This design comes from an exercise in tuning for small area and few clock cycles on the open sky130 flow, not from production work. The RTL was checked by simulation tests, not by an equivalence proof against the original design. Power figures rest on the tool's default switching activity, not on a simulated workload.

--- flow/config.mk ---
export PLATFORM = sky130hd
export DESIGN_NAME = accel_top
export DESIGN_NICKNAME = accel_top
export VERILOG_FILES = /design/flow/design.v
export SDC_FILE = /design/flow/constraint.sdc
export NUM_CORES = 4
export LEC_CHECK = 0
export ABC_AREA = 1
export CAP_MARGIN = 20
export CORE_MARGIN = 2
export CORE_UTILIZATION = 40
export PLACE_DENSITY = 0.75
export SLEW_MARGIN = 20
--- flow/constraint.sdc ---
create_clock -name core_clock -period 10.0 [get_ports {clk}]
set_input_delay 2.0000 -clock core_clock [delete_from_list [all_inputs] [get_ports {clk}]]
set_output_delay 2.0000 -clock core_clock [all_outputs]
set_load 0.01 [all_outputs]
--- flow/design.v ---
package accel_pkg;
    localparam int DATA_W = 8;
    localparam int ACC_W  = 32;
    localparam int N_ROWS = 4;
    localparam int N_COLS = 4;
    localparam int BUF_DEPTH = 16;
    localparam int BUF_AW    = $clog2(BUF_DEPTH);
    localparam int TX_CREDITS_INIT = 4;
    localparam int RING_LEN = BUF_DEPTH + 1;
    localparam int SUM_W = 20;
    localparam int RUN_LEN = RING_LEN * N_COLS;
    localparam logic [3:0] CMD_CSR_WR   = 4'h0;
    localparam logic [3:0] CMD_CSR_RD   = 4'h1;
    localparam logic [3:0] CMD_BUF_WR_A = 4'h2;
    localparam logic [3:0] CMD_BUF_WR_B = 4'h3;
    localparam logic [3:0] CMD_RD_OUT   = 4'h4;
    localparam logic [3:0] CMD_START    = 4'h5;
    localparam logic [3:0] CMD_ABORT    = 4'h6;
    localparam logic [3:0] CMD_STATUS   = 4'h7;
endpackage
import accel_pkg::*;
module packet_rx (
    input  logic        clk,
    input  logic        rst_n,
    input  logic        i_rx_valid,
    input  logic [7:0]  i_rx_data,
    output logic [7:0]  o_cmd,         
    output logic [3:0]  o_addr,        
    output logic        o_addr_hi0,    
    output logic        o_last,        
    output logic        o_first_start, 
    output logic [31:0] o_word         
);
    logic [2:0]  r_pos;
    logic [23:0] r_stage;
    assign o_last        = i_rx_valid && (r_pos == 3'd6);
    assign o_first_start = i_rx_valid && (r_pos == 3'd0) && (i_rx_data[7:4] == CMD_START);
    assign o_word        = {i_rx_data, r_stage};
    always_ff @(posedge clk) begin
        if (!rst_n) begin
            r_pos <= 3'd0;
        end else if (i_rx_valid) begin
            r_pos <= (r_pos == 3'd6) ? 3'd0 : r_pos + 3'd1;
        end
    end
    always_ff @(posedge clk) begin
        if (i_rx_valid && (r_pos == 3'd0)) o_cmd <= i_rx_data;
        if (i_rx_valid && (r_pos == 3'd1)) begin
            o_addr     <= i_rx_data[3:0];
            o_addr_hi0 <= (i_rx_data[7:4] == 4'd0);
        end
        if (i_rx_valid && (r_pos >= 3'd3) && (r_pos <= 3'd5)) begin
            r_stage <= {i_rx_data, r_stage[23:8]};
        end
    end
endmodule
import accel_pkg::*;
module csr_regs (
    input  logic        clk,
    input  logic        rst_n,
    input  logic        i_wr,         
    input  logic [3:0]  i_addr,
    input  logic        i_addr_hi0,
    input  logic [31:0] i_wdata,
    input  logic        i_run_done,   
    output logic [4:0]  o_k_len,
    output logic [31:0] o_run_count,
    output logic [4:0]  o_rdata,      
    output logic        o_rd_cnt      
);
    logic w_is_k;
    logic w_is_cnt;
    logic w_big;
    logic [32:0] w_carry;
    logic [31:0] w_count_next;
    assign w_carry[0] = i_run_done;
    for (genvar i = 0; i < 32; i++) begin : g_inc
        assign w_count_next[i] = o_run_count[i] ^ w_carry[i];
        assign w_carry[i+1]    = o_run_count[i] & w_carry[i];
    end
    assign w_is_k   = i_addr_hi0 && (i_addr == 4'h0);
    assign w_is_cnt = i_addr_hi0 && (i_addr == 4'h1);
    assign w_big    = (|i_wdata[31:5]) || (i_wdata[4] && (|i_wdata[3:0]));
    always_ff @(posedge clk) begin
        if (!rst_n) begin
            o_k_len     <= 5'd1;
            o_run_count <= '0;
        end else begin
            if (i_wr && w_is_k) begin
                o_k_len <= w_big ? 5'd16 : i_wdata[4:0];
            end
            o_run_count <= w_count_next;
        end
    end
    assign o_rdata  = w_is_k ? o_k_len : 5'd0;
    assign o_rd_cnt = w_is_cnt;
endmodule
import accel_pkg::*;
module operand_buffer (
    input  logic        clk,
    input  logic        rst_n,
    input  logic        i_wr,         
    input  logic        i_wr_b,       
    input  logic [3:0]  i_waddr,
    input  logic [31:0] i_wdata,
    output logic [4:0]  o_phase,      
    output logic        o_pending,    
    output logic [31:0] o_a_row,
    output logic [31:0] o_b_row
);
    localparam int L = RING_LEN;
    logic [31:0] r_a [L];
    logic [31:0] r_b [L];
    logic        r_pend;
    logic        r_pend_b;
    logic [3:0]  r_waddr;
    logic [31:0] r_wdata;
    logic [4:0]  r_phase;
    logic [5:0] w_s0, w_s6, w_s12;
    logic [4:0] w_r0, w_r6, w_r12;
    assign w_s0  = {1'b0, r_phase} + 6'd1;
    assign w_s6  = {1'b0, r_phase} + 6'd7;
    assign w_s12 = {1'b0, r_phase} + 6'd13;
    assign w_r0  = (w_s0  >= 6'd17) ? 5'(w_s0  - 6'd17) : w_s0[4:0];
    assign w_r6  = (w_s6  >= 6'd17) ? 5'(w_s6  - 6'd17) : w_s6[4:0];
    assign w_r12 = (w_s12 >= 6'd17) ? 5'(w_s12 - 6'd17) : w_s12[4:0];
    logic w_ins0, w_ins6, w_ins12;
    assign w_ins0  = r_pend && (w_r0  == {1'b0, r_waddr});
    assign w_ins6  = r_pend && (w_r6  == {1'b0, r_waddr});
    assign w_ins12 = r_pend && (w_r12 == {1'b0, r_waddr});
    always_ff @(posedge clk) begin
        if (!rst_n) begin
            r_phase <= '0;
            r_pend  <= 1'b0;
        end else begin
            r_phase <= (r_phase == 5'(L - 1)) ? 5'd0 : r_phase + 5'd1;
            if (i_wr) begin
                r_pend <= 1'b1;
            end else if (w_ins0 || w_ins6 || w_ins12) begin
                r_pend <= 1'b0;
            end
        end
    end
    always_ff @(posedge clk) begin
        if (i_wr) begin
            r_pend_b <= i_wr_b;
            r_waddr  <= i_waddr;
            r_wdata  <= i_wdata;
        end
    end
    always_ff @(posedge clk) begin
        for (int j = 0; j < L; j++) begin
            if ((j == 0 && w_ins0) || (j == 6 && w_ins6) || (j == 12 && w_ins12)) begin
                r_a[j] <= r_pend_b ? r_a[(j + 1) % L] : r_wdata;
                r_b[j] <= r_pend_b ? r_wdata : r_b[(j + 1) % L];
            end else begin
                r_a[j] <= r_a[(j + 1) % L];
                r_b[j] <= r_b[(j + 1) % L];
            end
        end
    end
    assign o_phase   = r_phase;
    assign o_pending = r_pend;
    assign o_a_row   = r_a[0];
    assign o_b_row   = r_b[0];
endmodule
import accel_pkg::*;
module mac_engine (
    input  logic        clk,
    input  logic        rst_n,
    input  logic        i_start_req,   
    input  logic        i_start,       
    input  logic        i_abort,       
    input  logic        i_wr_pending,  
    input  logic        i_hold_done,   
    input  logic        i_cap_wait,    
    input  logic [4:0]  i_k_len,
    input  logic [4:0]  i_phase,       
    input  logic [31:0] i_a_row,
    input  logic [31:0] i_b_row,
    input  logic [3:0]  i_sel,         
    output logic        o_cap,         
    output logic [19:0] o_result,      
    output logic        o_busy,
    output logic        o_done,
    output logic        o_done_set     
);
    localparam int W = SUM_W;
    logic          r_run;       
    logic          r_sent;      
    logic          r_req;       
    logic          r_end;       
    logic [6:0]    r_cnt;
    logic [2:0]    r_clr;       
    logic [1:0]    r_col;       
    logic [W-1:0]  r_acc [4][4];   
    logic          w_start;
    logic          w_last;
    logic          w_pre;
    logic [4:0]    w_k_pre;
    logic          w_below;
    logic [4:0]    w_k_top;
    logic          r_fwd;       
    logic          w_row_en;
    logic [7:0]    w_b;
    logic [W-1:0]  w_sum [4];
    assign w_start  = (r_req || i_start_req) && !r_run && !r_end && !i_wr_pending && !i_cap_wait;
    assign w_below  = (i_phase < i_k_len) || (i_phase == 5'd0);
    assign w_row_en = r_run && w_below;
    assign w_k_top  = (i_k_len == 5'd0) ? 5'd0 : i_k_len - 5'd1;
    assign w_last   = r_run && ((r_cnt == 7'(RUN_LEN - 1)) ||
                                (r_fwd && (r_cnt >= 7'(RUN_LEN - RING_LEN)) && (i_phase == w_k_top)));
    assign w_k_pre  = (w_k_top == 5'd0) ? 5'(RING_LEN - 1) : w_k_top - 5'd1;
    assign w_pre    = r_run && !w_last &&
                      ((r_cnt == 7'(RUN_LEN - 2)) ||
                       (r_fwd && (r_cnt >= 7'(RUN_LEN - RING_LEN - 1)) && (i_phase == w_k_pre)));
    assign w_b      = w_row_en ? i_b_row[8*r_col +: 8] : 8'd0;
    for (genvar r = 0; r < 4; r++) begin : g_mac
        mac_unit u_mac (
            .a(i_a_row[8*r +: 8]), .b(w_b),
            .c((r_clr != 3'd0) ? W'(0) : r_acc[r][3]),
            .y(w_sum[r])
        );
    end
    always_ff @(posedge clk) begin
        if (!rst_n) begin
            r_run  <= 1'b0;
            r_sent <= 1'b0;
            r_req  <= 1'b0;
            r_end  <= 1'b0;
            r_cnt  <= '0;
            r_fwd  <= 1'b0;
            r_clr  <= 3'd4;
            r_col  <= '0;
            o_done <= 1'b0;
        end else begin
            r_col  <= r_col + 2'd1;
            o_done <= 1'b0;
            if (r_clr != 3'd0) r_clr <= r_clr - 3'd1;
            if (r_run) r_cnt <= r_cnt + 7'd1;
            if (r_run && (r_cnt == 7'd0)) r_fwd <= (i_phase == 5'd0) || !w_below;
            if (i_start) r_sent <= 1'b1;
            if (i_abort) begin
                r_run  <= 1'b0;
                r_end  <= 1'b0;
                r_sent <= 1'b0;
                r_req  <= 1'b0;
                r_clr  <= 3'd4;
            end else begin
                if (i_start_req) r_req <= 1'b1;
                if (w_start) begin
                    r_req <= r_req && i_start_req;
                    r_run <= 1'b1;
                    r_cnt <= '0;
                    r_clr <= 3'd4;
                end else begin
                    if (w_last) r_run <= 1'b0;
                    if (w_pre || r_end) begin
                        if (i_hold_done) begin
                            r_end <= 1'b1;
                        end else begin
                            r_end  <= 1'b0;
                            r_sent <= 1'b0;
                            o_done <= 1'b1;
                        end
                    end
                end
            end
        end
    end
    always_ff @(posedge clk) begin
        for (int r = 0; r < 4; r++) begin
            r_acc[r][0] <= w_sum[r];
            r_acc[r][1] <= r_acc[r][0];
            r_acc[r][2] <= r_acc[r][1];
            r_acc[r][3] <= r_acc[r][2];
        end
    end
    assign o_done_set = (w_pre || r_end) && !i_abort && !i_hold_done;
    assign o_busy     = r_sent;
    assign o_cap      = (r_col == i_sel[1:0] + 2'd1);
    assign o_result   = r_acc[i_sel[3:2]][0];
endmodule
module mac_unit (
    input  logic [7:0]   a,
    input  logic [7:0]   b,
    input  logic [19:0]  c,
    output logic [19:0]  y
);
    wire n1 = (a[0] & b[0]);
    wire n2 = (a[0] & b[1]);
    wire n3 = (a[1] & b[0]);
    wire n4 = (a[0] & b[2]);
    wire n5 = (a[1] & b[1]);
    wire n6 = (a[2] & b[0]);
    wire n7 = (a[0] & b[3]);
    wire n8 = (a[1] & b[2]);
    wire n9 = (a[2] & b[1]);
    wire n10 = (a[3] & b[0]);
    wire n11 = (a[0] & b[4]);
    wire n12 = (a[1] & b[3]);
    wire n13 = (a[2] & b[2]);
    wire n14 = (a[3] & b[1]);
    wire n15 = (a[4] & b[0]);
    wire n16 = (a[0] & b[5]);
    wire n17 = (a[1] & b[4]);
    wire n18 = (a[2] & b[3]);
    wire n19 = (a[3] & b[2]);
    wire n20 = (a[4] & b[1]);
    wire n21 = (a[5] & b[0]);
    wire n22 = (a[0] & b[6]);
    wire n23 = (a[1] & b[5]);
    wire n24 = (a[2] & b[4]);
    wire n25 = (a[3] & b[3]);
    wire n26 = (a[4] & b[2]);
    wire n27 = (a[5] & b[1]);
    wire n28 = (a[6] & b[0]);
    wire n29 = ~(a[0] & b[7]);
    wire n30 = (a[1] & b[6]);
    wire n31 = (a[2] & b[5]);
    wire n32 = (a[3] & b[4]);
    wire n33 = (a[4] & b[3]);
    wire n34 = (a[5] & b[2]);
    wire n35 = (a[6] & b[1]);
    wire n36 = ~(a[7] & b[0]);
    wire n37 = ~(a[1] & b[7]);
    wire n38 = (a[2] & b[6]);
    wire n39 = (a[3] & b[5]);
    wire n40 = (a[4] & b[4]);
    wire n41 = (a[5] & b[3]);
    wire n42 = (a[6] & b[2]);
    wire n43 = ~(a[7] & b[1]);
    wire n44 = ~(a[2] & b[7]);
    wire n45 = (a[3] & b[6]);
    wire n46 = (a[4] & b[5]);
    wire n47 = (a[5] & b[4]);
    wire n48 = (a[6] & b[3]);
    wire n49 = ~(a[7] & b[2]);
    wire n50 = ~(a[3] & b[7]);
    wire n51 = (a[4] & b[6]);
    wire n52 = (a[5] & b[5]);
    wire n53 = (a[6] & b[4]);
    wire n54 = ~(a[7] & b[3]);
    wire n55 = ~(a[4] & b[7]);
    wire n56 = (a[5] & b[6]);
    wire n57 = (a[6] & b[5]);
    wire n58 = ~(a[7] & b[4]);
    wire n59 = ~(a[5] & b[7]);
    wire n60 = (a[6] & b[6]);
    wire n61 = ~(a[7] & b[5]);
    wire n62 = ~(a[6] & b[7]);
    wire n63 = ~(a[7] & b[6]);
    wire n64 = (a[7] & b[7]);
    wire n65 = n16 ^ n17;
    wire n66 = n16 & n17;
    wire n67 = n22 ^ n23 ^ n24;
    wire n68 = (n22 & n23) | (n22 & n24) | (n23 & n24);
    wire n69 = n25 ^ n26;
    wire n70 = n25 & n26;
    wire n71 = n29 ^ n30 ^ n31;
    wire n72 = (n29 & n30) | (n29 & n31) | (n30 & n31);
    wire n73 = n32 ^ n33 ^ n34;
    wire n74 = (n32 & n33) | (n32 & n34) | (n33 & n34);
    wire n75 = n35 ^ n36;
    wire n76 = n35 & n36;
    wire n77 = n37 ^ n38 ^ n39;
    wire n78 = (n37 & n38) | (n37 & n39) | (n38 & n39);
    wire n79 = n40 ^ n41 ^ n42;
    wire n80 = (n40 & n41) | (n40 & n42) | (n41 & n42);
    wire n81 = n43 ^ 1'b1 ^ c[8];
    wire n82 = (n43 & 1'b1) | (n43 & c[8]) | (1'b1 & c[8]);
    wire n83 = n44 ^ n45 ^ n46;
    wire n84 = (n44 & n45) | (n44 & n46) | (n45 & n46);
    wire n85 = n47 ^ n48 ^ n49;
    wire n86 = (n47 & n48) | (n47 & n49) | (n48 & n49);
    wire n87 = n50 ^ n51 ^ n52;
    wire n88 = (n50 & n51) | (n50 & n52) | (n51 & n52);
    wire n89 = n7 ^ n8;
    wire n90 = n7 & n8;
    wire n91 = n11 ^ n12 ^ n13;
    wire n92 = (n11 & n12) | (n11 & n13) | (n12 & n13);
    wire n93 = n14 ^ n15;
    wire n94 = n14 & n15;
    wire n95 = n65 ^ n18 ^ n19;
    wire n96 = (n65 & n18) | (n65 & n19) | (n18 & n19);
    wire n97 = n20 ^ n21 ^ c[5];
    wire n98 = (n20 & n21) | (n20 & c[5]) | (n21 & c[5]);
    wire n99 = n66 ^ n67 ^ n69;
    wire n100 = (n66 & n67) | (n66 & n69) | (n67 & n69);
    wire n101 = n27 ^ n28 ^ c[6];
    wire n102 = (n27 & n28) | (n27 & c[6]) | (n28 & c[6]);
    wire n103 = n68 ^ n70 ^ n71;
    wire n104 = (n68 & n70) | (n68 & n71) | (n70 & n71);
    wire n105 = n73 ^ n75 ^ c[7];
    wire n106 = (n73 & n75) | (n73 & c[7]) | (n75 & c[7]);
    wire n107 = n72 ^ n74 ^ n76;
    wire n108 = (n72 & n74) | (n72 & n76) | (n74 & n76);
    wire n109 = n77 ^ n79 ^ n81;
    wire n110 = (n77 & n79) | (n77 & n81) | (n79 & n81);
    wire n111 = n78 ^ n80 ^ n82;
    wire n112 = (n78 & n80) | (n78 & n82) | (n80 & n82);
    wire n113 = n83 ^ n85 ^ c[9];
    wire n114 = (n83 & n85) | (n83 & c[9]) | (n85 & c[9]);
    wire n115 = n84 ^ n86 ^ n87;
    wire n116 = (n84 & n86) | (n84 & n87) | (n86 & n87);
    wire n117 = n53 ^ n54 ^ c[10];
    wire n118 = (n53 & n54) | (n53 & c[10]) | (n54 & c[10]);
    wire n119 = n88 ^ n55 ^ n56;
    wire n120 = (n88 & n55) | (n88 & n56) | (n55 & n56);
    wire n121 = n57 ^ n58 ^ c[11];
    wire n122 = (n57 & n58) | (n57 & c[11]) | (n58 & c[11]);
    wire n123 = n59 ^ n60 ^ n61;
    wire n124 = (n59 & n60) | (n59 & n61) | (n60 & n61);
    wire n125 = n4 ^ n5;
    wire n126 = n4 & n5;
    wire n127 = n89 ^ n9 ^ n10;
    wire n128 = (n89 & n9) | (n89 & n10) | (n9 & n10);
    wire n129 = n90 ^ n91 ^ n93;
    wire n130 = (n90 & n91) | (n90 & n93) | (n91 & n93);
    wire n131 = n92 ^ n94 ^ n95;
    wire n132 = (n92 & n94) | (n92 & n95) | (n94 & n95);
    wire n133 = n96 ^ n98 ^ n99;
    wire n134 = (n96 & n98) | (n96 & n99) | (n98 & n99);
    wire n135 = n100 ^ n102 ^ n103;
    wire n136 = (n100 & n102) | (n100 & n103) | (n102 & n103);
    wire n137 = n104 ^ n106 ^ n107;
    wire n138 = (n104 & n106) | (n104 & n107) | (n106 & n107);
    wire n139 = n108 ^ n110 ^ n111;
    wire n140 = (n108 & n110) | (n108 & n111) | (n110 & n111);
    wire n141 = n112 ^ n114 ^ n115;
    wire n142 = (n112 & n114) | (n112 & n115) | (n114 & n115);
    wire n143 = n116 ^ n118 ^ n119;
    wire n144 = (n116 & n118) | (n116 & n119) | (n118 & n119);
    wire n145 = n120 ^ n122 ^ n123;
    wire n146 = (n120 & n122) | (n120 & n123) | (n122 & n123);
    wire n147 = n124 ^ n62 ^ n63;
    wire n148 = (n124 & n62) | (n124 & n63) | (n62 & n63);
    wire n149 = n2 ^ n3;
    wire n150 = n2 & n3;
    wire n151 = n125 ^ n6 ^ c[2];
    wire n152 = (n125 & n6) | (n125 & c[2]) | (n6 & c[2]);
    wire n153 = n126 ^ n127 ^ c[3];
    wire n154 = (n126 & n127) | (n126 & c[3]) | (n127 & c[3]);
    wire n155 = n128 ^ n129 ^ c[4];
    wire n156 = (n128 & n129) | (n128 & c[4]) | (n129 & c[4]);
    wire n157 = n130 ^ n131 ^ n97;
    wire n158 = (n130 & n131) | (n130 & n97) | (n131 & n97);
    wire n159 = n132 ^ n133 ^ n101;
    wire n160 = (n132 & n133) | (n132 & n101) | (n133 & n101);
    wire n161 = n134 ^ n135 ^ n105;
    wire n162 = (n134 & n135) | (n134 & n105) | (n135 & n105);
    wire n163 = n136 ^ n137 ^ n109;
    wire n164 = (n136 & n137) | (n136 & n109) | (n137 & n109);
    wire n165 = n138 ^ n139 ^ n113;
    wire n166 = (n138 & n139) | (n138 & n113) | (n139 & n113);
    wire n167 = n140 ^ n141 ^ n117;
    wire n168 = (n140 & n141) | (n140 & n117) | (n141 & n117);
    wire n169 = n142 ^ n143 ^ n121;
    wire n170 = (n142 & n143) | (n142 & n121) | (n143 & n121);
    wire n171 = n144 ^ n145 ^ c[12];
    wire n172 = (n144 & n145) | (n144 & c[12]) | (n145 & c[12]);
    wire n173 = n146 ^ n147 ^ c[13];
    wire n174 = (n146 & n147) | (n146 & c[13]) | (n147 & c[13]);
    wire n175 = n148 ^ n64 ^ c[14];
    wire n176 = (n148 & n64) | (n148 & c[14]) | (n64 & c[14]);
    wire n177 = 1'b1 ^ c[15];
    wire n178 = 1'b1 & c[15];
    wire n179 = 1'b1 ^ c[16];
    wire n180 = 1'b1 & c[16];
    wire n181 = 1'b1 ^ c[17];
    wire n182 = 1'b1 & c[17];
    wire n183 = 1'b1 ^ c[18];
    wire n184 = 1'b1 & c[18];
    wire n185 = 1'b1 ^ c[19];
    wire n186 = 1'b1 & c[19];
    wire n187 = n1 ^ c[0];
    wire n188 = n1 & c[0];
    wire n189 = n149 ^ c[1] ^ n188;
    wire n190 = (n149 & c[1]) | (n149 & n188) | (c[1] & n188);
    wire n191 = n150 ^ n151 ^ n190;
    wire n192 = (n150 & n151) | (n150 & n190) | (n151 & n190);
    wire n193 = n152 ^ n153 ^ n192;
    wire n194 = (n152 & n153) | (n152 & n192) | (n153 & n192);
    wire n195 = n154 ^ n155 ^ n194;
    wire n196 = (n154 & n155) | (n154 & n194) | (n155 & n194);
    wire n197 = n156 ^ n157 ^ n196;
    wire n198 = (n156 & n157) | (n156 & n196) | (n157 & n196);
    wire n199 = n158 ^ n159 ^ n198;
    wire n200 = (n158 & n159) | (n158 & n198) | (n159 & n198);
    wire n201 = n160 ^ n161 ^ n200;
    wire n202 = (n160 & n161) | (n160 & n200) | (n161 & n200);
    wire n203 = n162 ^ n163 ^ n202;
    wire n204 = (n162 & n163) | (n162 & n202) | (n163 & n202);
    wire n205 = n164 ^ n165 ^ n204;
    wire n206 = (n164 & n165) | (n164 & n204) | (n165 & n204);
    wire n207 = n166 ^ n167 ^ n206;
    wire n208 = (n166 & n167) | (n166 & n206) | (n167 & n206);
    wire n209 = n168 ^ n169 ^ n208;
    wire n210 = (n168 & n169) | (n168 & n208) | (n169 & n208);
    wire n211 = n170 ^ n171 ^ n210;
    wire n212 = (n170 & n171) | (n170 & n210) | (n171 & n210);
    wire n213 = n172 ^ n173 ^ n212;
    wire n214 = (n172 & n173) | (n172 & n212) | (n173 & n212);
    wire n215 = n174 ^ n175 ^ n214;
    wire n216 = (n174 & n175) | (n174 & n214) | (n175 & n214);
    wire n217 = n176 ^ n177 ^ n216;
    wire n218 = (n176 & n177) | (n176 & n216) | (n177 & n216);
    wire n219 = n178 ^ n179 ^ n218;
    wire n220 = (n178 & n179) | (n178 & n218) | (n179 & n218);
    wire n221 = n180 ^ n181 ^ n220;
    wire n222 = (n180 & n181) | (n180 & n220) | (n181 & n220);
    wire n223 = n182 ^ n183 ^ n222;
    wire n224 = (n182 & n183) | (n182 & n222) | (n183 & n222);
    wire n225 = n184 ^ n185 ^ n224;
    wire n226 = (n184 & n185) | (n184 & n224) | (n185 & n224);
    assign y[0] = n187;
    assign y[1] = n189;
    assign y[2] = n191;
    assign y[3] = n193;
    assign y[4] = n195;
    assign y[5] = n197;
    assign y[6] = n199;
    assign y[7] = n201;
    assign y[8] = n203;
    assign y[9] = n205;
    assign y[10] = n207;
    assign y[11] = n209;
    assign y[12] = n211;
    assign y[13] = n213;
    assign y[14] = n215;
    assign y[15] = n217;
    assign y[16] = n219;
    assign y[17] = n221;
    assign y[18] = n223;
    assign y[19] = n225;
endmodule
import accel_pkg::*;
module resp_tx (
    input  logic        clk,
    input  logic        rst_n,
    input  logic        i_req,        
    input  logic        i_req_rd,     
    input  logic [7:0]  i_cmd,
    input  logic [3:0]  i_sel,        
    input  logic [4:0]  i_word,       
    input  logic        i_word_cnt,   
    input  logic [31:0] i_count,
    input  logic        i_cap,        
    input  logic [19:0] i_result,
    input  logic        i_tx_credit,
    output logic [3:0]  o_sel,        
    output logic        o_hold_count,
    output logic        o_cap_wait,   
    output logic        o_tx_valid,
    output logic [7:0]  o_tx_data
);
    logic        r_active;
    logic        r_wait;      
    logic [2:0]  r_idx;
    logic [3:0]  r_credits;
    logic [7:0]  r_cmd;
    logic [3:0]  r_sel;
    logic [19:0] r_word;
    logic        r_cnt;       
    logic        w_send;
    logic        w_take;
    assign o_sel      = i_req ? i_sel : r_sel;
    assign w_take     = (i_req && i_req_rd) || r_wait;
    assign o_tx_valid = r_active && (r_credits != 4'd0) && ((r_idx == 3'd0) || !r_wait);
    assign w_send     = o_tx_valid;
    assign o_hold_count = r_active && r_cnt;
    assign o_cap_wait   = r_wait;
    always_comb begin
        case (r_idx)
            3'd0:    o_tx_data = r_cmd;
            3'd1:    o_tx_data = r_cnt ? i_count[7:0]   : r_word[7:0];
            3'd2:    o_tx_data = r_cnt ? i_count[15:8]  : r_word[15:8];
            3'd3:    o_tx_data = r_cnt ? i_count[23:16] : {{4{r_word[19]}}, r_word[19:16]};
            default: o_tx_data = r_cnt ? i_count[31:24] : {8{r_word[19]}};
        endcase
    end
    always_ff @(posedge clk) begin
        if (!rst_n) begin
            r_active  <= 1'b0;
            r_cnt     <= 1'b0;
            r_wait    <= 1'b0;
            r_idx     <= '0;
            r_credits <= 4'(TX_CREDITS_INIT);
        end else begin
            if (i_req) begin
                r_active <= 1'b1;
                r_idx    <= '0;
                r_cnt    <= !i_req_rd && i_word_cnt;
                r_wait   <= i_req_rd && !i_cap;
            end else begin
                if (r_wait && i_cap) r_wait <= 1'b0;
                if (w_send) begin
                    r_idx <= r_idx + 3'd1;
                    if (r_idx == 3'd4) r_active <= 1'b0;
                end
            end
            r_credits <= r_credits + {3'd0, i_tx_credit} - {3'd0, w_send};
        end
    end
    always_ff @(posedge clk) begin
        if (i_req) begin
            r_cmd <= i_cmd;
            r_sel <= i_sel;
        end
        if (i_req && !i_req_rd) begin
            r_word <= {15'd0, i_word};
        end else if (w_take && i_cap) begin
            r_word <= i_result;
        end
    end
endmodule
import accel_pkg::*;
module accel_top #(
    parameter int N_ROWS          = accel_pkg::N_ROWS,
    parameter int N_COLS          = accel_pkg::N_COLS,
    parameter int BUF_AW          = accel_pkg::BUF_AW,
    parameter int TX_CREDITS_INIT = accel_pkg::TX_CREDITS_INIT
) (
    input  logic       clk,
    input  logic       rst_n,
    input  logic       i_rx_valid,
    input  logic [7:0] i_rx_data,
    output logic       o_tx_valid,
    output logic [7:0] o_tx_data,
    input  logic       i_tx_credit,
    output logic       o_busy,
    output logic       o_done
);
    logic [7:0]  cmd;
    logic [3:0]  addr;
    logic        addr_hi0;
    logic        last;
    logic        first_start;
    logic [31:0] word;
    logic [3:0]  typ;
    logic [4:0]  k_len;
    logic [31:0] run_count;
    logic [4:0]  csr_rdata;
    logic        csr_rd_cnt;
    logic        hold_count;
    logic        cap_wait;
    logic [4:0]  phase;
    logic        wr_pending;
    logic [31:0] a_row;
    logic [31:0] b_row;
    logic [3:0]  sel;
    logic        cap;
    logic [19:0] result;
    logic        done_set;
    logic        req;
    logic        req_rd;
    logic [4:0]  req_word;
    logic        req_cnt;
    assign typ = cmd[7:4];
    packet_rx u_rx (
        .clk(clk), .rst_n(rst_n),
        .i_rx_valid(i_rx_valid), .i_rx_data(i_rx_data),
        .o_cmd(cmd), .o_addr(addr), .o_addr_hi0(addr_hi0),
        .o_last(last), .o_first_start(first_start), .o_word(word)
    );
    csr_regs u_csr (
        .clk(clk), .rst_n(rst_n),
        .i_wr(last && (typ == CMD_CSR_WR)), .i_addr(addr), .i_addr_hi0(addr_hi0),
        .i_wdata(word), .i_run_done(done_set),
        .o_k_len(k_len), .o_run_count(run_count), .o_rdata(csr_rdata),
        .o_rd_cnt(csr_rd_cnt)
    );
    operand_buffer u_buf (
        .clk(clk), .rst_n(rst_n),
        .i_wr(last && ((typ == CMD_BUF_WR_A) || (typ == CMD_BUF_WR_B))),
        .i_wr_b(typ[0]), .i_waddr(addr), .i_wdata(word),
        .o_phase(phase), .o_pending(wr_pending),
        .o_a_row(a_row), .o_b_row(b_row)
    );
    mac_engine u_mac (
        .clk(clk), .rst_n(rst_n),
        .i_start_req(first_start),
        .i_start(last && (typ == CMD_START)),
        .i_abort(last && (typ == CMD_ABORT)),
        .i_wr_pending(wr_pending), .i_hold_done(hold_count), .i_cap_wait(cap_wait), .i_k_len(k_len), .i_phase(phase),
        .i_a_row(a_row), .i_b_row(b_row), .i_sel(sel),
        .o_cap(cap), .o_result(result),
        .o_busy(o_busy), .o_done(o_done), .o_done_set(done_set)
    );
    assign req      = last && ((typ == CMD_CSR_RD) || (typ == CMD_RD_OUT) || (typ == CMD_STATUS));
    assign req_rd   = (typ == CMD_RD_OUT);
    assign req_word = (typ == CMD_STATUS) ? {4'd0, o_busy} : csr_rdata;
    assign req_cnt  = (typ == CMD_CSR_RD) && csr_rd_cnt;
    resp_tx u_tx (
        .clk(clk), .rst_n(rst_n),
        .i_req(req), .i_req_rd(req_rd), .i_cmd(cmd), .i_sel(addr),
        .i_word(req_word), .i_word_cnt(req_cnt), .i_count(run_count),
        .i_cap(cap), .i_result(result), .o_hold_count(hold_count), .o_cap_wait(cap_wait),
        .i_tx_credit(i_tx_credit), .o_sel(sel),
        .o_tx_valid(o_tx_valid), .o_tx_data(o_tx_data)
    );
endmodule
--- flow/flow/run.sh ---
#!/bin/bash
set -euo pipefail
export CTS_ARGS="-sink_clustering_enable -repair_clock_nets -dont_use_dummy_load -buf_list sky130_fd_sc_hd__clkbuf_8 -sink_clustering_size 20 -sink_clustering_max_diameter 50"
bash standard.sh > standard.log 2>&1
--- flow/standard.sh ---
#!/bin/bash
# synth_recipe.tcl (not shown) runs the flow's synth.tcl, then flattens the netlist and writes it again
# the make line also repeats each setting of config.mk as NAME=value (left out here)
make -C /OpenROAD-flow-scripts/flow DESIGN_CONFIG=/design/flow/config.mk WORK_HOME=/design/flow/orfs CLKGATE_MAP_FILE= SYNTH_SCRIPT=/design/flow/synth_recipe.tcl "${@:-finish}"
==> results of run 1 <==
## worst max-delay path, delay by kind of cell, from the launching register on
| kind | cells | cell delay (ns) |
|---|---|---|
| AO/OA/AOI/OAI | 3 | 0.32 |
| buffers and inverters | 3 | 0.41 |
| adder cells (fa/ha/maj) | 19 | 7.29 |
| flip-flops | 1 | 0.57 |
| AND/OR/NAND/NOR | 5 | 0.78 |
## worst paths after layout
| kind | startpoint | end | slack, ns | cells past startpoint |
|---|---|---|---|---|
| hold / removal | u_buf.r_a[9][29]$_DFF_P_ | u_buf.r_a[8][29]$_DFF_P_ | 0.21 | 0 |
| setup reg to reg | u_buf.r_phase[3]$_SDFF_PP0_ | u_mac.r_acc[4][18]$_DFF_P_ | 0.56 | 30 |
| hold reg to reg | u_buf.r_a[9][29]$_DFF_P_ | u_buf.r_a[8][29]$_DFF_P_ | 0.21 | 0 |
| setup / recovery | u_buf.r_phase[3]$_SDFF_PP0_ | u_mac.r_acc[4][18]$_DFF_P_ | 0.56 | 30 |
## flip-flops by register name (all words and copies together) (netlist names), 7 cells and up
register	flops
u_tx.r_cmd	8
u_rx.r_stage	24
u_mac.r_acc	320
u_csr.o_run_count	32
u_tx.r_word	20
u_rx.o_cmd	8
u_mac.r_cnt	7
u_buf.r_a	544
u_buf.r_b	544
u_buf.r_wdata	32
## power groups by stage
stage	sequential [mW]	combinational (mW)	clock, mW
3_5_place_dp	6.59	0.234	0
3_3_place_gp	6.58	0.228	0
4_1_cts	6.44	0.235	2.78
2_1_floorplan	6.58	0.143	0
6_report	6.44	0.235	2.71
5_1_grt	6.45	0.258	3.01
## layout make-up
cell class	count	area [µm²]	area share, %
multi-input cells	1866	13360	25.75
diodes	1	2.502	0.004825
well taps	1612	2017	3.889
inverters	495	1864	3.595
repair buffers	56	504.2	0.9722
clock buffers	106	1459	2.813
flip-flops and latches	1588	32660	62.97
## routing by layer
metal | vias up | GRT usage (%)
li1 | 12640 | -
met1 | 13040 | 21.66
met2 | 665 | 24.84
met3 | 188 | 2.329
met4 | 2 | 5.829
met5 | - | 0
## metrics by stage
stage | instance area [µm²] | util (%) | std cells
2_1_floorplan | 48480 | - | 4073
3_3_place_gp | 50400 | 41.95 | 5617
3_5_place_dp | 50400 | 41.95 | 5617
4_1_cts | 51860 | 43.17 | 5723
5_1_grt | 51860 | 43.17 | 5724
6_report | 51860 | 43.17 | 5724
## kinds of logic (layout without fill, tap and decap cells)
| kind of cell | after synthesis | count (layout) |
|---|---|---|
| flip-flops | 1588 | 1588 |
| AND/OR/NAND/NOR | 960 | 960 |
| buffers and inverters | 619 | 657 |
| AO/OA/AOI/OAI | 527 | 527 |
| adder cells (fa/ha/maj) | 359 | 359 |
| XOR/XNOR | 20 | 20 |
| other | 0 | 1 |
## cells in the final DEF, fill, tap and decap left out, drive strengths merged, types with 2 or more instances in the layout
| cell | Yosys | routed |
|---|---|---|
| o21a | 4 | 4 |
| nor4 | 12 | 12 |
| nand4 | 9 | 9 |
| clkinv | 4 | 5 |
| o22ai | 15 | 15 |
| o21ai | 419 | 419 |
| a221oi | 4 | 4 |
| nand3 | 79 | 79 |
| clkdlybuf4s50 | 0 | 22 |
| a21oi | 54 | 54 |
| inv | 491 | 490 |
| edfxtp | 87 | 87 |
| xnor2 | 6 | 6 |
| nand2 | 539 | 539 |
| xor2 | 14 | 14 |
| nor3 | 9 | 9 |
| or2 | 2 | 2 |
| nor2 | 303 | 303 |
| a31oi | 21 | 21 |
| o211ai | 4 | 4 |
| clkbuf | 63 | 106 |
| buf | 61 | 34 |
| a211oi | 2 | 2 |
| dfxtp | 1501 | 1501 |
| nand3b | 6 | 6 |
| ha | 94 | 94 |
| fa | 265 | 265 |
==> flow_summary.toml, run 1 <==
[status]
status = "complete, no violations"

[placed_design]
io_buffers = 22
place_ws_ns = 0.4972
dpl.hpwl_mm = 67.82
routabilityCongestion = 0.8997

[logic_synthesis]
synthCells = 4073
synth-compound-area-share_pct = 5.704
synth_fa_ha_area_share_pct = 13.37
synth.largest_area_cell = "dfxtp_1"
syn_area_mm2 = 0.04848
synth_edf_count = 87
yosys_warnings = 10
syn_area_per_cell_um2 = 11.90
yosys-top-cells-count = "1501 x dfxtp_1, 529 x nand2_1, 485 x inv_1"
synth_top_family_by_area = "adder cells"
yosysSeqAreaShare_pct = 67.37
synth_mux_area_share_pct = 0
synth-seq-cells = 1588
yosys.area_share.xor_xnor_pct = 0.3613
ys_types = 46
synth_fp_nets = 4444
yosys.area_share.simple_pct = 8.042
post-synth-top-count-cell = "dfxtp_1"
synth_top_area_share_pct = 61.98
synthTopCellsByArea = "dfxtp_1 62%, fa_1 11%, edfxtp_1 5.4%, nand2_1 4.1%, inv_1 3.8%"
synthFlopType = "dfxtp_1"
synth-async-reset-ratio_pct = 0

[setup_path]
slowest_stage = "dfxtp_1"
path_max_fanout = 20
worstSetupPathType = "flop to flop"
crit_top_cell = "fa_1"
critPathCaptureType = "flop"
critPathRequiredTime_ns = 10.65
critPathLaunchType = "flop"
critPathMaxStageDelay_ns = 0.57
cp.arrival_ns = 10.09

[floorplan]
rows = 127
dieArea_mm2 = 0.1240
dieWidth_um = 352.1
io-pin-count = 23
coreArea_mm2 = 0.1201
start_util_pct = 40.36
chipHeight_um = 352.1

[finish]
nets = 4484
syn_to_final_growth_pct = 6.984
drive_gt1_share_pct = 4.476
n_fill_cell = 10890

[power_and_ir_drop]
p_sw_share_pct = 20.83
power_per_cell_area_mw_per_mm2 = 180.9
power_switching_mw = 1.955
ir_drop_mv = 0.1749
seq_power_share_pct = 68.6
leakage_nw = 21.04
total_power_mw = 9.384
p_int_mw = 7.429
power_frac_comb_pct = 2.5
pwr-share-clk_pct = 28.9

[grt]
grt.total_usage_pct = 15.63
grt_pass1_vias = 26860
grt_pass1_wl_mm = 152.0
antenna_found_initial = 6
overflow = 0
grt_start_max_net_pins = 97

[timing]
finalCritPeriodShare_pct = 94.40
finalClockSkew_ns = 0.1960
worst_pin_slew_ns = 1.087
fin_crit_ns = 9.440
finalMaxSlewViolations = 0
slew-limit-headroom_pct = 27.37
fin_ws_ns = 0.5598
fin_hold_ws_ns = 0.2149
finalHoldViolations = 0
setup_viol = 0
fmax_mhz = 105.9
tns_ns = 0
rsz0062_at_grt = "no"

[detailed_routing]
met2_length_mm = 43.20
vias = 26540
dr.pass1.iters = 6
antenna_left = 0
met1_length_mm = 44.64
topRoutingLayerUsed = "met5"
remaining_drc_errors = 0
route.met3.wl_mm = 5.116
routed_wl_mm = 96.48
drt-initial-drc-count = 2288
via_per_inst = 4.636
wl_per_cell_um = 16.85

[clock_tree]
clockBufferDepth = 3
hold_buffers = 0
cts_sinks = 1588
ctsResizeCount = 0
cts-root-buf = "clkbuf_8"
clk_latency_ns = 0.81
cts_buffers = 106
clkSlewWorstSetupHoldPaths_ns = 0.11
htreeDepth = 3
cts_tree = "built"
post_cts_buffers = 0

[hold_path]
hold_class = "flop to flop"

[flow_run]
cap_violations = 0
Testbench counts, summed over its fixed seeds: cycles 45,483.
==> inputs of run 2 (changes only) <==
--- a/flow/design.v
+++ b/flow/design.v
@@ -9,3 +9,3 @@
     localparam int RING_LEN = BUF_DEPTH + 1;
-    localparam int SUM_W = 20;
+    localparam int SUM_W = 19;
     localparam int RUN_LEN = RING_LEN * N_COLS;
@@ -182,3 +182,3 @@
     output logic        o_cap,         
-    output logic [19:0] o_result,      
+    output logic [SUM_W-1:0] o_result,  
     output logic        o_busy,
@@ -286,4 +286,4 @@
     input  logic [7:0]   b,
-    input  logic [19:0]  c,
-    output logic [19:0]  y
+    input  logic [18:0]  c,
+    output logic [18:0]  y
 );
@@ -473,64 +473,59 @@
     wire n184 = 1'b1 & c[18];
-    wire n185 = 1'b1 ^ c[19];
-    wire n186 = 1'b1 & c[19];
-    wire n187 = n1 ^ c[0];
-    wire n188 = n1 & c[0];
-    wire n189 = n149 ^ c[1] ^ n188;
-    wire n190 = (n149 & c[1]) | (n149 & n188) | (c[1] & n188);
-    wire n191 = n150 ^ n151 ^ n190;
-    wire n192 = (n150 & n151) | (n150 & n190) | (n151 & n190);
-    wire n193 = n152 ^ n153 ^ n192;
-    wire n194 = (n152 & n153) | (n152 & n192) | (n153 & n192);
-    wire n195 = n154 ^ n155 ^ n194;
-    wire n196 = (n154 & n155) | (n154 & n194) | (n155 & n194);
-    wire n197 = n156 ^ n157 ^ n196;
-    wire n198 = (n156 & n157) | (n156 & n196) | (n157 & n196);
-    wire n199 = n158 ^ n159 ^ n198;
-    wire n200 = (n158 & n159) | (n158 & n198) | (n159 & n198);
-    wire n201 = n160 ^ n161 ^ n200;
-    wire n202 = (n160 & n161) | (n160 & n200) | (n161 & n200);
-    wire n203 = n162 ^ n163 ^ n202;
-    wire n204 = (n162 & n163) | (n162 & n202) | (n163 & n202);
-    wire n205 = n164 ^ n165 ^ n204;
-    wire n206 = (n164 & n165) | (n164 & n204) | (n165 & n204);
-    wire n207 = n166 ^ n167 ^ n206;
-    wire n208 = (n166 & n167) | (n166 & n206) | (n167 & n206);
-    wire n209 = n168 ^ n169 ^ n208;
-    wire n210 = (n168 & n169) | (n168 & n208) | (n169 & n208);
-    wire n211 = n170 ^ n171 ^ n210;
-    wire n212 = (n170 & n171) | (n170 & n210) | (n171 & n210);
-    wire n213 = n172 ^ n173 ^ n212;
-    wire n214 = (n172 & n173) | (n172 & n212) | (n173 & n212);
-    wire n215 = n174 ^ n175 ^ n214;
-    wire n216 = (n174 & n175) | (n174 & n214) | (n175 & n214);
-    wire n217 = n176 ^ n177 ^ n216;
-    wire n218 = (n176 & n177) | (n176 & n216) | (n177 & n216);
-    wire n219 = n178 ^ n179 ^ n218;
-    wire n220 = (n178 & n179) | (n178 & n218) | (n179 & n218);
-    wire n221 = n180 ^ n181 ^ n220;
-    wire n222 = (n180 & n181) | (n180 & n220) | (n181 & n220);
-    wire n223 = n182 ^ n183 ^ n222;
-    wire n224 = (n182 & n183) | (n182 & n222) | (n183 & n222);
-    wire n225 = n184 ^ n185 ^ n224;
-    wire n226 = (n184 & n185) | (n184 & n224) | (n185 & n224);
-    assign y[0] = n187;
-    assign y[1] = n189;
-    assign y[2] = n191;
-    assign y[3] = n193;
-    assign y[4] = n195;
-    assign y[5] = n197;
-    assign y[6] = n199;
-    assign y[7] = n201;
-    assign y[8] = n203;
-    assign y[9] = n205;
-    assign y[10] = n207;
-    assign y[11] = n209;
-    assign y[12] = n211;
-    assign y[13] = n213;
-    assign y[14] = n215;
-    assign y[15] = n217;
-    assign y[16] = n219;
-    assign y[17] = n221;
-    assign y[18] = n223;
-    assign y[19] = n225;
+    wire n185 = n1 ^ c[0];
+    wire n186 = n1 & c[0];
+    wire n187 = n149 ^ c[1] ^ n186;
+    wire n188 = (n149 & c[1]) | (n149 & n186) | (c[1] & n186);
+    wire n189 = n150 ^ n151 ^ n188;
+    wire n190 = (n150 & n151) | (n150 & n188) | (n151 & n188);
+    wire n191 = n152 ^ n153 ^ n190;
+    wire n192 = (n152 & n153) | (n152 & n190) | (n153 & n190);
+    wire n193 = n154 ^ n155 ^ n192;
+    wire n194 = (n154 & n155) | (n154 & n192) | (n155 & n192);
+    wire n195 = n156 ^ n157 ^ n194;
+    wire n196 = (n156 & n157) | (n156 & n194) | (n157 & n194);
+    wire n197 = n158 ^ n159 ^ n196;
+    wire n198 = (n158 & n159) | (n158 & n196) | (n159 & n196);
+    wire n199 = n160 ^ n161 ^ n198;
+    wire n200 = (n160 & n161) | (n160 & n198) | (n161 & n198);
+    wire n201 = n162 ^ n163 ^ n200;
+    wire n202 = (n162 & n163) | (n162 & n200) | (n163 & n200);
+    wire n203 = n164 ^ n165 ^ n202;
+    wire n204 = (n164 & n165) | (n164 & n202) | (n165 & n202);
+    wire n205 = n166 ^ n167 ^ n204;
+    wire n206 = (n166 & n167) | (n166 & n204) | (n167 & n204);
+    wire n207 = n168 ^ n169 ^ n206;
+    wire n208 = (n168 & n169) | (n168 & n206) | (n169 & n206);
+    wire n209 = n170 ^ n171 ^ n208;
+    wire n210 = (n170 & n171) | (n170 & n208) | (n171 & n208);
+    wire n211 = n172 ^ n173 ^ n210;
+    wire n212 = (n172 & n173) | (n172 & n210) | (n173 & n210);
+    wire n213 = n174 ^ n175 ^ n212;
+    wire n214 = (n174 & n175) | (n174 & n212) | (n175 & n212);
+    wire n215 = n176 ^ n177 ^ n214;
+    wire n216 = (n176 & n177) | (n176 & n214) | (n177 & n214);
+    wire n217 = n178 ^ n179 ^ n216;
+    wire n218 = (n178 & n179) | (n178 & n216) | (n179 & n216);
+    wire n219 = n180 ^ n181 ^ n218;
+    wire n220 = (n180 & n181) | (n180 & n218) | (n181 & n218);
+    wire n221 = n182 ^ n183 ^ n220;
+    wire n222 = (n182 & n183) | (n182 & n220) | (n183 & n220);
+    assign y[0] = n185;
+    assign y[1] = n187;
+    assign y[2] = n189;
+    assign y[3] = n191;
+    assign y[4] = n193;
+    assign y[5] = n195;
+    assign y[6] = n197;
+    assign y[7] = n199;
+    assign y[8] = n201;
+    assign y[9] = n203;
+    assign y[10] = n205;
+    assign y[11] = n207;
+    assign y[12] = n209;
+    assign y[13] = n211;
+    assign y[14] = n213;
+    assign y[15] = n215;
+    assign y[16] = n217;
+    assign y[17] = n219;
+    assign y[18] = n221;
 endmodule
@@ -548,3 +543,3 @@
     input  logic        i_cap,        
-    input  logic [19:0] i_result,
+    input  logic [18:0] i_result,
     input  logic        i_tx_credit,
@@ -562,3 +557,4 @@
     logic [3:0]  r_sel;
-    logic [19:0] r_word;
+    logic [18:0] r_word;
+    logic        w_sx;        
     logic        r_cnt;       
@@ -571,2 +567,3 @@
     assign o_hold_count = r_active && r_cnt;
+    assign w_sx         = r_word[18] && (r_word[17:0] != 18'd0);
     assign o_cap_wait   = r_wait;
@@ -577,4 +574,4 @@
             3'd2:    o_tx_data = r_cnt ? i_count[15:8]  : r_word[15:8];
-            3'd3:    o_tx_data = r_cnt ? i_count[23:16] : {{4{r_word[19]}}, r_word[19:16]};
-            default: o_tx_data = r_cnt ? i_count[31:24] : {8{r_word[19]}};
+            3'd3:    o_tx_data = r_cnt ? i_count[23:16] : {{5{w_sx}}, r_word[18:16]};
+            default: o_tx_data = r_cnt ? i_count[31:24] : {8{w_sx}};
         endcase
@@ -610,3 +607,3 @@
         if (i_req && !i_req_rd) begin
-            r_word <= {15'd0, i_word};
+            r_word <= {14'd0, i_word};
         end else if (w_take && i_cap) begin
@@ -652,3 +649,3 @@
     logic        cap;
-    logic [19:0] result;
+    logic [18:0] result;
     logic        done_set;
==> flow_summary.toml, run 2 <==
[timing]
finalCritPeriodShare_pct = 94.48
finalClockSkew_ns = 0.1186
fin_crit_ns = 9.448
fmax_mhz = 105.8
setup_viol = 0
rsz0062_at_grt = "no"
slew-limit-headroom_pct = 29.16
tns_ns = 0
worst_pin_slew_ns = 1.061
finalMaxSlewViolations = 0
finalHoldViolations = 0

[power_and_ir_drop]
seq_power_share_pct = 68.6
ir_drop_mv = 0.1559
p_sw_share_pct = 20.84
power_switching_mw = 1.927
p_int_mw = 7.320
leakage_nw = 20.99
pwr-share-clk_pct = 29.0
power_frac_comb_pct = 2.4
total_power_mw = 9.246
power_per_cell_area_mw_per_mm2 = 179.4

[hold_path]
hold_class = "flop to flop"

[setup_path]
path_max_fanout = 13
cp.arrival_ns = 10.14
critPathRequiredTime_ns = 10.69
startpoint = "u_buf.r_phase[2]$_SDFF_PP0_"
reg2reg_slack_ns = 0.55
critPathCapture = "u_mac.r_acc[8][17]$_DFF_P_"
r2r-end = "u_mac.r_acc[8][17]$_DFF_P_"
crit_top_cell = "fa_1"
slowest_stage = "dfxtp_1"
critPathLaunchType = "flop"
critPathMaxStageDelay_ns = 0.64
worstRegToRegCells = 30
r2r-start = "u_buf.r_phase[2]$_SDFF_PP0_"
critPathCaptureType = "flop"
worstSetupPathType = "flop to flop"

[placed_design]
dpl.hpwl_mm = 64.28
routabilityCongestion = 0.9299
io_buffers = 22

[logic_synthesis]
synth-async-reset-ratio_pct = 0
synthCells = 4062
yosysSeqAreaShare_pct = 67.14
synth_edf_count = 87
syn_area_per_cell_um2 = 11.85
ys_types = 50
yosys-top-cells-count = "1484 x dfxtp_1, 477 x inv_1, 468 x nand2_1"
synth-seq-cells = 1571
synthFlopType = "dfxtp_1"
synth_top_area_share_pct = 61.71
post-synth-top-count-cell = "dfxtp_1"
synth_fp_nets = 4435
yosys_warnings = 10
syn_area_mm2 = 0.04814
synthTopCellsByArea = "dfxtp_1 62%, fa_1 11%, edfxtp_1 5.4%, o21ai_0 4.6%, inv_1 3.7%"
synth.largest_area_cell = "dfxtp_1"

[floorplan]
chipHeight_um = 350.9
start_util_pct = 40.23
dieArea_mm2 = 0.1231
coreArea_mm2 = 0.1197
dieWidth_um = 350.9
io-pin-count = 23
rows = 127

[clock_tree]
clk_latency_ns = 0.80
clockBufferDepth = 3
clkSlewWorstSetupHoldPaths_ns = 0.11
htreeDepth = 3
cts_sinks = 1571
cts-root-buf = "clkbuf_8"
cts_buffers = 104
hold_buffers = 0
post_cts_buffers = 0
cts_tree = "built"
ctsResizeCount = 0

[detailed_routing]
via_per_inst = 4.657
drt-initial-drc-count = 1893
routed_wl_mm = 93.32
wl_per_cell_um = 16.36
remaining_drc_errors = 0
antenna_left = 0
dr.pass1.iters = 8
vias = 26570

[grt]
grt_start_max_net_pins = 109
antenna_found_initial = 4
grt.total_usage_pct = 15.31
overflow = 0
grt_pass1_vias = 26560
grt_pass1_wl_mm = 147.2

[status]
status = "complete, no violations"

[finish]
final_cell_mix = "1484 x dfxtp_1, 476 x inv_1, 466 x nand2_1"
reg_top3 = "u_buf.r_a: 544 flops, u_buf.r_b: 544 flops, u_mac.r_acc: 304 flops"
nets = 4467
final_common_cell = "dfxtp_1"
drive_gt1_share_pct = 4.570
syn_to_final_growth_pct = 7.072

[flow_run]
cap_violations = 0
[run 2: cell types whose count changed in the layout (fill, tap and decap cells not counted), sizes merged, moves of 4 or more]
cell / delta
nand2: -60
nand3: -5
inv: -6
buf: +4
a31oi: -4
o21ai: +57
ha: +6
nor2: +8
dfxtp: -17
fa: -4
[run 2: cell type report]
| cell class | count | area, µm² |
|---|---|---|
| tap | 1612 | 2017 |
| clock buffer | 104 | 1431 |
| timing repair buffer | 60 | 509.2 |
| sequential | 1571 | 32320 |
| multi-input combinational | 1870 | 13440 |
| inverter | 487 | 1829 |
| fill | 10820 | 68110 |
| antenna | 1 | 2.502 |
[run 2: worst min-delay path by stage]
stage | start | slack (ns) | end | cells past startpoint
2_1_floorplan | u_buf.r_a[11][0]$_DFF_P_ | 0.31 | u_buf.r_a[10][0]$_DFF_P_ | 0
3_3_place_gp | u_buf.r_a[16][3]$_DFF_P_ | 0.31 | u_buf.r_a[15][3]$_DFF_P_ | 0
3_5_place_dp | u_buf.r_a[8][12]$_DFF_P_ | 0.31 | u_buf.r_a[7][12]$_DFF_P_ | 0
4_1_cts | u_buf.r_a[8][1]$_DFF_P_ | 0.26 | u_buf.r_a[7][1]$_DFF_P_ | 0
5_1_grt | u_buf.r_a[16][5]$_DFF_P_ | 0.25 | u_buf.r_a[15][5]$_DFF_P_ | 0
6_report | u_buf.r_a[16][5]$_DFF_P_ | 0.26 | u_buf.r_a[15][5]$_DFF_P_ | 0
[run 2: stage by stage]
stage	utilization [%]	hold WS [ns]	instances	cell area, µm²	setup slack, ns
after floorplan	-	0.3096	4062	48140	1.394
after global placement	41.88	0.3096	5600	50110	0.7345
after detailed placement	41.88	0.3121	5600	50110	0.5490
after CTS	43.07	0.2559	5704	51540	0.6075
after global routing	43.08	0.2513	5705	51550	0.1984
final	43.08	0.2574	5705	51550	0.5516
[run 2: kinds of logic after synthesis]
family | Yosys count | share of synthesized area, %
buffers and inverters | 621 | 5.034
DFF | 1571 | 67.14
adders and majority gates | 361 | 13.45
and+or+nand+nor | 907 | 7.646
AOI/OAI and AO/OA | 581 | 6.349
xor gates and xnor gates | 21 | 0.3821
[run 2: power by group through the flow]
stage / Clock, mW / Combinational (mW) / Sequential, mW
after global placement: 0 / 0.216 / 6.49
after detailed placement: 0 / 0.220 / 6.49
after global routing: 2.98 / 0.240 / 6.35
after floorplan: 0 / 0.137 / 6.48
final: 2.68 / 0.220 / 6.35
after CTS: 2.76 / 0.221 / 6.35
[run 2: routing by layer]
metal / GRT usage [%] / routed length [µm] / vias to the layer above
met4: 6.341 / 3398 / 0
met5: 0 / 0 / -
met3: 2.882 / 5692 / 167
met2: 23.81 / 41880 / 743
li1: - / - / 12620
met1: 21.00 / 42360 / 13030
[run 2: critical path: cells and delay by family, from the launching register on]
family                     cells  cell delay [ns]
adders and majority gates     17             6.96
buffers and inverters          5             0.89
DFF                            1             0.64
and+or+nand+nor                5             0.60
AOI/OAI and AO/OA              3             0.34
Testbench counts of run 2, summed over its fixed seeds: cycles 45,483.
==> inputs of run 3 (changes only) <==
--- a/flow/design.v
+++ b/flow/design.v
@@ -118,14 +118,9 @@
     logic [4:0]  r_phase;
-    logic [5:0] w_s0, w_s6, w_s12;
-    logic [4:0] w_r0, w_r6, w_r12;
-    assign w_s0  = {1'b0, r_phase} + 6'd1;
-    assign w_s6  = {1'b0, r_phase} + 6'd7;
-    assign w_s12 = {1'b0, r_phase} + 6'd13;
-    assign w_r0  = (w_s0  >= 6'd17) ? 5'(w_s0  - 6'd17) : w_s0[4:0];
-    assign w_r6  = (w_s6  >= 6'd17) ? 5'(w_s6  - 6'd17) : w_s6[4:0];
-    assign w_r12 = (w_s12 >= 6'd17) ? 5'(w_s12 - 6'd17) : w_s12[4:0];
-    logic w_ins0, w_ins6, w_ins12;
-    assign w_ins0  = r_pend && (w_r0  == {1'b0, r_waddr});
-    assign w_ins6  = r_pend && (w_r6  == {1'b0, r_waddr});
-    assign w_ins12 = r_pend && (w_r12 == {1'b0, r_waddr});
+    logic [4:0] w_t10, w_t4;
+    assign w_t10 = (r_waddr >= 4'd11) ? 5'(r_waddr - 4'd11) : 5'(r_waddr) + 5'd6;
+    assign w_t4  = (r_waddr >= 4'd5)  ? 5'(r_waddr - 4'd5)  : 5'(r_waddr) + 5'd12;
+    logic w_ins16, w_ins10, w_ins4;
+    assign w_ins16 = r_pend && (r_phase == {1'b0, r_waddr});
+    assign w_ins10 = r_pend && (r_phase == w_t10);
+    assign w_ins4  = r_pend && (r_phase == w_t4);
     always_ff @(posedge clk) begin
@@ -138,3 +133,3 @@
                 r_pend <= 1'b1;
-            end else if (w_ins0 || w_ins6 || w_ins12) begin
+            end else if (w_ins16 || w_ins10 || w_ins4) begin
                 r_pend <= 1'b0;
@@ -152,3 +147,3 @@
         for (int j = 0; j < L; j++) begin
-            if ((j == 0 && w_ins0) || (j == 6 && w_ins6) || (j == 12 && w_ins12)) begin
+            if ((j == 16 && w_ins16) || (j == 10 && w_ins10) || (j == 4 && w_ins4)) begin
                 r_a[j] <= r_pend_b ? r_a[(j + 1) % L] : r_wdata;
==> flow_summary.toml, run 3 <==
[placed_design]
routabilityCongestion = 0.8889
io_buffers = 22
place_ws_ns = 0.4913
dpl.hpwl_mm = 65.55
dpl-instance-area_mm2 = 0.04964

[timing]
rsz0062_at_grt = "no"
finalCritPeriodShare_pct = 96.06
fin_crit_ns = 9.606
worst_pin_slew_ns = 0.9270
finalMaxSlewViolations = 0
slew-limit-headroom_pct = 38.06
tns_ns = 0
finalClockSkew_ns = 0.1202
fin_ws_ns = 0.3945
fmax_mhz = 104.1
finalHoldViolations = 0
setup_viol = 0

[logic_synthesis]
synthCells = 3922
synth_top_area_share_pct = 62.33
syn_area_mm2 = 0.04766
ys_types = 57
synthFlopType = "dfxtp_1"
synthTopCellsByArea = "dfxtp_1 62%, fa_1 11%, edfxtp_1 5.5%, inv_1 4.0%, nand2_1 3.5%"
yosys_warnings = 10
yosys-top-cells-count = "1484 x dfxtp_1, 503 x inv_1, 441 x nand2_1"
synth-async-reset-ratio_pct = 0
yosysSeqAreaShare_pct = 67.82
synth.largest_area_cell = "dfxtp_1"
synth-seq-cells = 1571
syn_area_per_cell_um2 = 12.15
post-synth-top-count-cell = "dfxtp_1"
synth_fp_nets = 4298
synth_edf_count = 87

[grt]
overflow = 0
antenna_found_initial = 1
grt_pass1_wl_mm = 144.3
grt.total_usage_pct = 15.11
grt_start_max_net_pins = 75
grt_pass1_vias = 26130

[detailed_routing]
drt-initial-drc-count = 1829
remaining_drc_errors = 0
wl_per_cell_um = 16.72
antenna_left = 0
vias = 25760
routed_wl_mm = 92.07
via_per_inst = 4.679
dr.pass1.iters = 7

[setup_path]
crit_top_cell = "fa_1"
worstRegToRegCells = 28
r2r-end = "u_mac.r_acc[4][17]$_DFF_P_"
critPathRequiredTime_ns = 10.68
critPathMaxStageDelay_ns = 0.56
reg2reg_slack_ns = 0.39
worstSetupPathType = "flop to flop"
r2r-start = "u_buf.r_phase[3]$_SDFF_PP0_"
critPathLaunchType = "flop"
critPathCaptureType = "flop"
slowest_stage = "fa_1"
path_max_fanout = 13
cp.arrival_ns = 10.29

[floorplan]
io-pin-count = 23
rows = 126
start_util_pct = 40.36
dieArea_mm2 = 0.1219
coreArea_mm2 = 0.1181
chipHeight_um = 349.2
dieWidth_um = 349.2

[clock_tree]
clkSlewWorstSetupHoldPaths_ns = 0.11
cts-root-buf = "clkbuf_8"
ctsResizeCount = 0
cts_buffers = 110
clockBufferDepth = 3
post_cts_buffers = 0
cts_sinks = 1571
hold_buffers = 0
htreeDepth = 3
clk_latency_ns = 0.77
cts_tree = "built"

[power_and_ir_drop]
power_per_cell_area_mw_per_mm2 = 190.0
power_frac_comb_pct = 3.8
p_int_mw = 7.644
seq_power_share_pct = 68.1
leakage_nw = 20.82
pwr-share-clk_pct = 28.1
ir_drop_mv = 0.1824
p_sw_share_pct = 21.34
power_switching_mw = 2.074

[finish]
n_fill_cell = 10480
drive_gt1_share_pct = 4.660
final_common_cell = "dfxtp_1"
multi_input_area_mm2 = 0.01300
syn_to_final_growth_pct = 7.327
antenna_cells = 0
final_util_pct = 43.32
reg_top3 = "u_buf.r_a: 544 flops, u_buf.r_b: 544 flops, u_mac.r_acc: 304 flops"
nets = 4348
regArea_mm2 = 0.03232
post-route-cell-area_mm2 = 0.05115
final_cell_mix = "1483 x dfxtp_1, 502 x inv_1, 441 x nand2_1"

[hold_path]
hold_path_end = "u_buf.r_a[6][10]$_DFF_P_"
min_from = "u_buf.r_a[7][10]$_DFF_P_"
worstHoldPathCells = 0
hold_class = "flop to flop"

[status]
status = "complete, no violations"

[flow_run]
cap_violations = 0
## run 3: changes by cell type after synthesis, moves of 8 or more
cell / before / now
inv_1: 477 / 503
nand2_1: 468 / 441
nand2_2: 10 / 2
nand3_1: 73 / 47
nand3_2: 1 / 9
nor2_1: 305 / 274
o21ai_0: 444 / 314
o21ai_1: 27 / 10
o22ai_1: 14 / 78
## run 3: area by class of cell
class	instances	share of cell area, %
inverter	507	3.730
clock buffer	110	2.960
tap	1536	3.757
sequential	1571	63.19
multi-input combinational	1725	25.42
timing repair buffer	57	0.9442
## run 3: metrics by stage
| step | hold WS, ns | total power [mW] | std cells |
|---|---|---|---|
| after floorplan | 0.3096 | 6.964 | 3922 |
| after global placement | 0.3095 | 7.109 | 5396 |
| after detailed placement | 0.3121 | 7.129 | 5396 |
| after CTS | 0.2411 | 9.797 | 5506 |
| after global routing | 0.2537 | 10.09 | 5506 |
| final | 0.2470 | 9.719 | 5506 |
## run 3: power groups by stage
stage	Combinational (mW)	Clock [mW]	Sequential (mW)
2_1_floorplan	0.246	0	6.72
3_3_place_gp	0.356	0	6.75
3_5_place_dp	0.367	0	6.76
4_1_cts	0.368	2.81	6.62
5_1_grt	0.418	3.03	6.64
6_report	0.365	2.73	6.62
## run 3: cell families (layout without fill, tap and decap cells)
| group | Yosys count | after routing | synth area share, % |
|---|---|---|---|
| XOR/XNOR | 25 | 25 | 0.4752 |
| multiplexers | 1 | 1 | 0.02100 |
| AND/OR/NAND/NOR | 822 | 822 | 7.049 |
| buffers and inverters | 626 | 674 | 5.027 |
| adder cells (fa/ha/maj) | 364 | 364 | 13.67 |
| flip-flops | 1571 | 1571 | 67.82 |
| AO/OA/AOI/OAI | 513 | 513 | 5.944 |
## run 3: worst max-delay path by stage
stage | startpoint | depth (start not counted) | endpoint | slack [ns]
detailed placement | u_buf.r_phase[3]$_SDFF_PP0_ | 28 | u_mac.r_acc[4][17]$_DFF_P_ | 0.49
global placement | u_buf.r_phase[3]$_SDFF_PP0_ | 28 | u_mac.r_acc[4][17]$_DFF_P_ | 0.64
CTS | u_buf.r_phase[3]$_SDFF_PP0_ | 28 | u_mac.r_acc[4][17]$_DFF_P_ | 0.45
finish | u_buf.r_phase[3]$_SDFF_PP0_ | 28 | u_mac.r_acc[4][17]$_DFF_P_ | 0.39
global route | u_buf.r_phase[1]$_SDFF_PP0_ | 30 | u_mac.r_acc[4][17]$_DFF_P_ | 0.0007
floorplan | u_csr.o_k_len[3]$_SDFFE_PN0P_ | 32 | u_mac.r_acc[4][17]$_DFF_P_ | 1.47
## run 3: routing by layer
layer | global-route usage [%] | vias up | wire length (µm)
met4 | 5.146 | 0 | 2870
met3 | 2.768 | 167 | 5780
met2 | 24.19 | 742 | 41800
met5 | 0 | - | 0
li1 | - | 12240 | -
met1 | 20.60 | 12610 | 41620
## run 3: worst max-delay path: cells and delay by family, from the launching register on
family	cells	cell delay, ns
compound gates	3	0.70
fa+ha+maj	18	7.14
buf+inv	3	0.48
flops	1	0.55
simple gates	4	0.69
Testbench counts of run 3, summed over its fixed seeds: cycles 45,483.

-- what the ideal ports hide --
The results above use ideal ports. As a check the final layouts listed here were re-extracted and re-timed, cells and wires unchanged.
Step 1, drivers: a clkbuf_16 drives clk and a buf_2 each remaining input, both assumed.
Step 2, shift: input delay + t, output delay - t, t = (earliest + latest rising clock arrival at the registers) / 2. This alone moves slack from input paths to output paths.
Three values: no drivers, after step 1, after step 2; two values: the first two.
run	t (ns)	setup WS [ns]	worst slew at a driven data input, ns
run 1	0.789	0.560 / 0.560 / 0.496	0.06
run 2	0.812	0.552 / 0.552 / 0.552	0.03
run 3	0.765	0.394 / 0.394 / 0.394	0.04
After both steps setup and hold are still met in every run listed. For run 1, which loses most, drivers alone change the setup slack by 0.000 ns; drivers and shift together by -0.064 ns.
